This design comes from an exercise in tuning for small area on the open sky130 flow, not from production work. The RTL was checked by simulation tests, not by an equivalence proof against the original design. Power figures rest on the tool's default switching activity, not on a simulated workload.

### flow/design.v
package flanger_pkg;
  typedef struct packed {
    logic signed [15:0] left;
    logic signed [15:0] right;
  } sample_t;
  typedef enum logic [2:0] {
    IDLE,
    READ,
    WRITE,
    OUT_REQ,
    OUT_DONE,
    IN_ACK
  } ctrl_state_t;
endpackage
`timescale 1ns/1ps
module flanger_ctrl (
  input  logic clk,
  input  logic n_rst,
  input  logic in_req,
  input  logic out_ack,
  input  logic at_tap,
  input  logic at_wr,
  output logic in_ack,
  output logic out_req,
  output logic wr_en,
  output logic advance,
  output logic mix_load
);
  flanger_pkg::ctrl_state_t state;
  flanger_pkg::ctrl_state_t next_state;
  always_ff @(posedge clk, negedge n_rst) begin
    if (!n_rst) begin
      state <= flanger_pkg::IDLE;
    end else begin
      state <= next_state;
    end
  end
  always_comb begin
    next_state = state;
    case (state)
      flanger_pkg::IDLE: begin
        if (in_req) begin
          next_state = flanger_pkg::READ;
        end
      end
      flanger_pkg::READ: begin
        if (at_tap) begin
          next_state = at_wr ? flanger_pkg::OUT_REQ : flanger_pkg::WRITE;
        end
      end
      flanger_pkg::WRITE: begin
        if (at_wr) begin
          next_state = flanger_pkg::OUT_REQ;
        end
      end
      flanger_pkg::OUT_REQ: begin
        if (out_ack) begin
          next_state = flanger_pkg::OUT_DONE;
        end
      end
      flanger_pkg::OUT_DONE: begin
        if (!out_ack) begin
          next_state = flanger_pkg::IN_ACK;
        end
      end
      flanger_pkg::IN_ACK: begin
        if (!in_req) begin
          next_state = flanger_pkg::IDLE;
        end
      end
      default: begin
        next_state = flanger_pkg::IDLE;
      end
    endcase
  end
  assign mix_load = (state == flanger_pkg::READ) && at_tap;
  assign wr_en    = ((state == flanger_pkg::READ) || (state == flanger_pkg::WRITE)) && at_wr
                    && (at_tap || (state == flanger_pkg::WRITE));
  assign advance  = wr_en;
  assign out_req  = (state == flanger_pkg::OUT_REQ);
  assign in_ack   = (state == flanger_pkg::IN_ACK);
endmodule
`timescale 1ns/1ps
module sweep_addr_gen (
  input  logic               clk,
  input  logic               n_rst,
  input  logic               advance,
  output logic               at_tap,
  output logic               at_wr,
  output logic               no_wet
);
  localparam int STEP_W = $clog2(8);
  localparam logic [6-1:0] TAP_LO = 6'(40 + 1 - 40);
  localparam logic [6-1:0] TAP_HI = 6'(40 + 1 - 4);
  logic [6-1:0] pos;
  logic [6-1:0] tap;
  logic [STEP_W-1:0] step_cnt;
  logic              dir_up;
  logic              first;
  assign at_tap = (pos == tap);
  assign at_wr  = (pos == 6'(1));
  assign no_wet = first;
  always_ff @(posedge clk, negedge n_rst) begin
    if (!n_rst) begin
      pos <= '0;
    end else if (!advance) begin
      pos <= (pos == 6'(40 - 1)) ? '0 : pos + 1'b1;
    end
  end
  always_ff @(posedge clk, negedge n_rst) begin
    if (!n_rst) begin
      step_cnt <= '0;
      tap      <= TAP_HI;
      dir_up   <= 1'b1;
      first    <= 1'b1;
    end else if (advance) begin
      step_cnt <= step_cnt + 1'b1;
      if (step_cnt == STEP_W'(4 - 1)) begin
        first <= 1'b0;
      end
      if (step_cnt == STEP_W'(8 - 1)) begin
        if (dir_up) begin
          tap <= tap - 1'b1;
          if (tap - 1'b1 == TAP_LO) begin
            dir_up <= 1'b0;
          end
        end else begin
          tap <= tap + 1'b1;
          if (tap + 1'b1 == TAP_HI) begin
            dir_up <= 1'b1;
          end
        end
      end
    end
  end
endmodule
`timescale 1ns/1ps
module delay_line_ram (
  input  logic                 clk,
  input  logic                 wr_en,
  input  flanger_pkg::sample_t wr_data,
  output flanger_pkg::sample_t rd_data
);
  logic [31:0] ring [0:40-1];
  always_ff @(posedge clk) begin
    ring[0] <= wr_en ? wr_data : ring[40-1];
    for (int i = 1; i < 40; i++) begin
      ring[i] <= ring[i-1];
    end
  end
  assign rd_data = ring[40-1];
endmodule
`timescale 1ns/1ps
module flanger_mixer (
  input  logic                 clk,
  input  logic                 mix_load,
  input  logic                 flanger_en,
  input  logic                 no_wet,
  input  flanger_pkg::sample_t dry,
  input  flanger_pkg::sample_t wet,
  output flanger_pkg::sample_t mix_out
);
  function automatic logic signed [15:0] avg(
    input logic signed [15:0] a,
    input logic signed [15:0] b
  );
    logic signed [16:0] sum;
    sum = {a[15], a} + {b[15], b};
    avg = sum[16:1];
  endfunction
  flanger_pkg::sample_t w;
  assign w = no_wet ? '0 : wet;
  always_ff @(posedge clk) begin
    if (mix_load) begin
      if (flanger_en) begin
        mix_out.left  <= avg(dry.left, w.left);
        mix_out.right <= avg(dry.right, w.right);
      end else begin
        mix_out <= dry;
      end
    end
  end
endmodule
`timescale 1ns/1ps
module flanger_top (
  input  logic                 clk,
  input  logic                 n_rst,
  input  logic                 flanger_en,
  input  logic                 in_req,
  input  logic                 out_ack,
  input  flanger_pkg::sample_t in_data,
  output logic                 in_ack,
  output logic                 out_req,
  output flanger_pkg::sample_t out_data
);
  logic                 wr_en;
  logic                 advance;
  logic                 mix_load;
  logic                 at_tap;
  logic                 at_wr;
  logic                 no_wet;
  flanger_pkg::sample_t rd_data;
  flanger_ctrl u_ctrl (
    .clk      (clk),
    .n_rst    (n_rst),
    .in_req   (in_req),
    .out_ack  (out_ack),
    .at_tap   (at_tap),
    .at_wr    (at_wr),
    .in_ack   (in_ack),
    .out_req  (out_req),
    .wr_en    (wr_en),
    .advance  (advance),
    .mix_load (mix_load)
  );
  sweep_addr_gen u_addr (
    .clk     (clk),
    .n_rst   (n_rst),
    .advance (advance),
    .at_tap  (at_tap),
    .at_wr   (at_wr),
    .no_wet  (no_wet)
  );
  delay_line_ram u_ram (
    .clk     (clk),
    .wr_en   (wr_en),
    .wr_data (in_data),
    .rd_data (rd_data)
  );
  flanger_mixer u_mixer (
    .clk        (clk),
    .mix_load   (mix_load),
    .flanger_en (flanger_en),
    .no_wet     (no_wet),
    .dry        (in_data),
    .wet        (rd_data),
    .mix_out    (out_data)
  );
endmodule
### flow/run.sh
#!/bin/bash
# synth_recipe.tcl (not shown) runs the flow's synth.tcl, then flattens the netlist and writes it again
# the make line also repeats each setting of config.mk as NAME=value (left out here)
make -C /OpenROAD-flow-scripts/flow DESIGN_CONFIG=/design/flow/config.mk WORK_HOME=/design/flow/orfs CLKGATE_MAP_FILE= SYNTH_SCRIPT=/design/flow/synth_recipe.tcl finish
### flow/config.mk
export PLATFORM = sky130hd
export DESIGN_NAME = flanger_top
export DESIGN_NICKNAME = flanger_top
export VERILOG_FILES = /design/flow/design.v
export SDC_FILE = /design/flow/constraint.sdc
export NUM_CORES = 4
export LEC_CHECK = 0
export CAP_MARGIN = 20
export CORE_MARGIN = 2
export CORE_UTILIZATION = 40
export PLACE_DENSITY = 0.6
export SLEW_MARGIN = 20
### flow/constraint.sdc
create_clock -name core_clock -period 6.0 [get_ports {clk}]
set_input_delay 1.2000 -clock core_clock [delete_from_list [all_inputs] [get_ports {clk}]]
set_output_delay 1.2000 -clock core_clock [all_outputs]
set_load 0.01 [all_outputs]
==> results_dict.tcl <==
set metrics [dict create \
    fin_util 0.477 \
    async_reset_ff_frac 0.0150 \
    root_buffer "clkbuf_16" \
    fin_nets 2069 \
    tightest_slew_ns 0.933 \
    busiest_layer "met1" \
    drtPass1Iterations 5 \
    numCtsBuffers 114 \
    die-area_um2 78800 \
    place_congestion 0.850 \
    hold_viol_final 0 \
    avgSynthCellArea_um2 16.7 \
    coreArea_um2 75800 \
    worstPathMaxFanout 11 \
    critPathArrivalTime_ns 2.10 \
    crit_type "reg -> out" \
    min_delay_path_depth 0 \
    required_ns 4.80 \
    io_buffer_count 70 \
    fmax_mhz 303 \
    cts_max_level 3 \
    synth_cell_type_count 69 \
    fin_hold_ws_ns 0.283 \
    end_kind "output port" \
    synthToLayoutAreaGrowth_pct 18.2 \
    wirelength_um 42800 \
    grt_max_degree 43 \
    fin_ws_ns 2.70 \
    vias 12873 \
    ys_warn_count 5 \
    cts_buffer_depth 3 \
    r2r_slack_ns 2.70 \
    synth-edff-count 32 \
    hp-class "reg -> reg" \
    cp-start-kind "flip-flop" \
    vdd_drop_max_mv 0.261 \
    wire_per_inst_um 14.0 \
    synthesis.area_um2 30600 \
    met1_usage 0.161 \
    synthFlopType "dfxtp_1" \
    setup-tns-final_ns 0 \
    finalCritPeriodShare 0.550 \
    setup_violations 0 \
    cts_sinks 1332 \
    insertion_delay_ns 0.67 \
    final_cell_area_um2 36200 \
    power_mw 16.2 \
    ant_nets 0 \
    clock_skew_ns 0.0460 \
    grt-ovfl-total 0 \
    place_ws_ns 2.10 \
    cts_hold_buf 0 \
    clk_pin_slew_ns 0.07 \
    synthesis.nets 1911 \
    grt_pass1_vias 13224 \
    die_h_um 281 \
    num_rows 101 \
    power_leakage_nw 14.5 \
    drcViolationCount 0 \
    drt_iter0_drc 860 \
    rsz0062_at_grt "no" \
    diodes 0 \
    gr-usage-met3 0.0342 \
    min_period_ns 3.30 \
    placed_cell_area_um2 32400 \
    p_per_area_nw_per_um2 448 \
    post_cts_resize_count 0 \
    grt_pass1_wl_um 70000 \
    drive_gt1_frac 0.111 \
    initial_utilization 0.404 \
    grt_usage 0.112 \
    grtUsageMet2 0.155 \
    finalNonFillerCells 3067 \
    synthCells 1834 \
    worst-r2r-cell-count 7 \
    status "timing/DRC/antenna clean" \
    antenna_found_initial 4 \
    relSlewSlack 0.376 \
    ioPinCount 71 \
    synth_seq_cells 1332 \
    cts_tree "done" \
    synth-seq-area-share 0.885 \
    drv_cap 0 \
    hpwlAfterDp_um 24500 \
    fp.dieW_um 281 \
    place_inst 2854 \
    viasPerCell 4.20 \
    drv_slew 0 \
    post_cts_buffers 0 \
]
## worst paths after layout
check	start	to
max in group asynchronous	n_rst	u_addr.tap[1]
min reg2reg	u_ram.ring[38][29]	u_ram.ring[39][29]
max	u_ctrl.state[2]	out_req
max reg2reg	u_addr.first	u_mixer.mix_out[11]
min	u_ram.ring[38][29]	u_ram.ring[39][29]
min in group asynchronous	n_rst	u_addr.pos[3]
## layer usage
metal	wire (um)	share of wire	vias up
li1	-	-	6364
met3	2350	0.055	118
met4	1220	0.028	8
met2	16900	0.39	301
met1	22300	0.52	6082
met5	52	0.0012	-
## state kept, by name, indices dropped and copies added, names as in the netlist
| name | count |
|---|---|
| u_addr.first | 1 |
| u_addr.tap | 6 |
| u_ram.ring | 1280 |
| u_mixer.mix_out | 32 |
| u_addr.step_cnt | 3 |
| u_addr.pos | 6 |
| u_addr.dir_up | 1 |
| u_ctrl.state | 3 |
## power breakdown
group          total (mW)  switching (mW)  internal, mW
Clock                7.15            3.09          4.06
Combinational       0.143          0.0816        0.0610
Sequential           8.91          0.0123          8.89
## cells in the final DEF, fill, tap and decap left out, types with 6 or more instances in the layout
cell type        synthesis  final
clkdlybuf4s50_1          0     69
dfxtp_1               1280   1280
nor3_1                  17     16
nand2_1                 46     46
a31oi_1                  8      8
xnor2_1                 14     14
clkbuf_1                18     29
ha_1                    38     38
edfxtp_1                32     32
a21oi_1                 31     31
o31ai_1                 11     11
mux2_2                  31     31
nor2b_1                 32     32
clkinv_2                 0     21
inv_1                   18     17
nand3_1                 14     14
a21o_1                  14     14
inv_6                    0      6
clkbuf_16                0    114
dfrtp_1                 15     15
clkbuf_8                 0     27
nor2_1                  25     25
o21a_1                  12     12
a211oi_1                 9      9
xor2_1                   7      7
nand4_1                 10     10
nand2b_1                17     17
o21ai_0                 28     28
## critical path: stages (launching register included)
cell and delay, ns:
dfrtp_1 0.49, nand2b_1 0.24, nor2_1 0.17, clkdlybuf4s50_1 0.56
## cells in the mapped netlist, drive strengths merged (15+ instances only)
master,count,area share
a21oi,31,0.0051
clkbuf,18,0.0022
dfrtp,15,0.012
dfxtp,1280,0.84
edfxtp,32,0.031
ha,38,0.016
inv,18,0.0022
mux2,36,0.013
nand2,46,0.0056
nand2b,17,0.0035
nor2,25,0.0031
nor2b,32,0.0065
nor3,17,0.0028
o21ai,28,0.0046
## final cells by class
class	count	area, um^2
Fill cell	6308	39600
Clock inverter	43	460
Timing Repair Buffer	72	711
Inverter	18	67.6
Tap cell	978	1220
Multi-Input combinational cell	454	3300
Clock buffer	170	3330
Sequential cell	1332	27100
## cells by family (layout without fill, tap and decap cells)
logic type               after synthesis  in the layout  synth area share
AO/OA/AOI/OAI                        158            158            0.0364
XOR/XNOR                              21             21           0.00601
adder cells (fa/ha/maj)               40             40            0.0168
buffers and inverters                 48            303           0.00723
flip-flops                          1332           1332             0.885
multiplexers                          39             39            0.0142
AND/OR/NAND/NOR                      196            196            0.0343

-- static timing again, ports no longer ideal --
The results above use ideal ports. As a check the final layout listed here was re-extracted and re-timed, cells and wires unchanged. Step 1 sets driving cells, clkbuf_16 on the clock port and buf_2 on the other inputs (assumed; they add their load-dependent delay and slew). Step 2 also shifts input and output timing later by t, the mid clock arrival at the registers, as if the neighbouring blocks saw the same clock. Slacks: ideal ports / drivers / drivers and shift; pairs: ideal ports / drivers.
t, ns: 0.710
slack for setup (ns): 2.700 / 2.637 / 1.993
worst setup path at the end: input to register
worst data-port slew with drivers (ns): 0.13
After both steps this run still meets setup and hold. For this run, drivers alone change the setup slack by -0.063 ns; drivers and shift together by -0.707 ns.
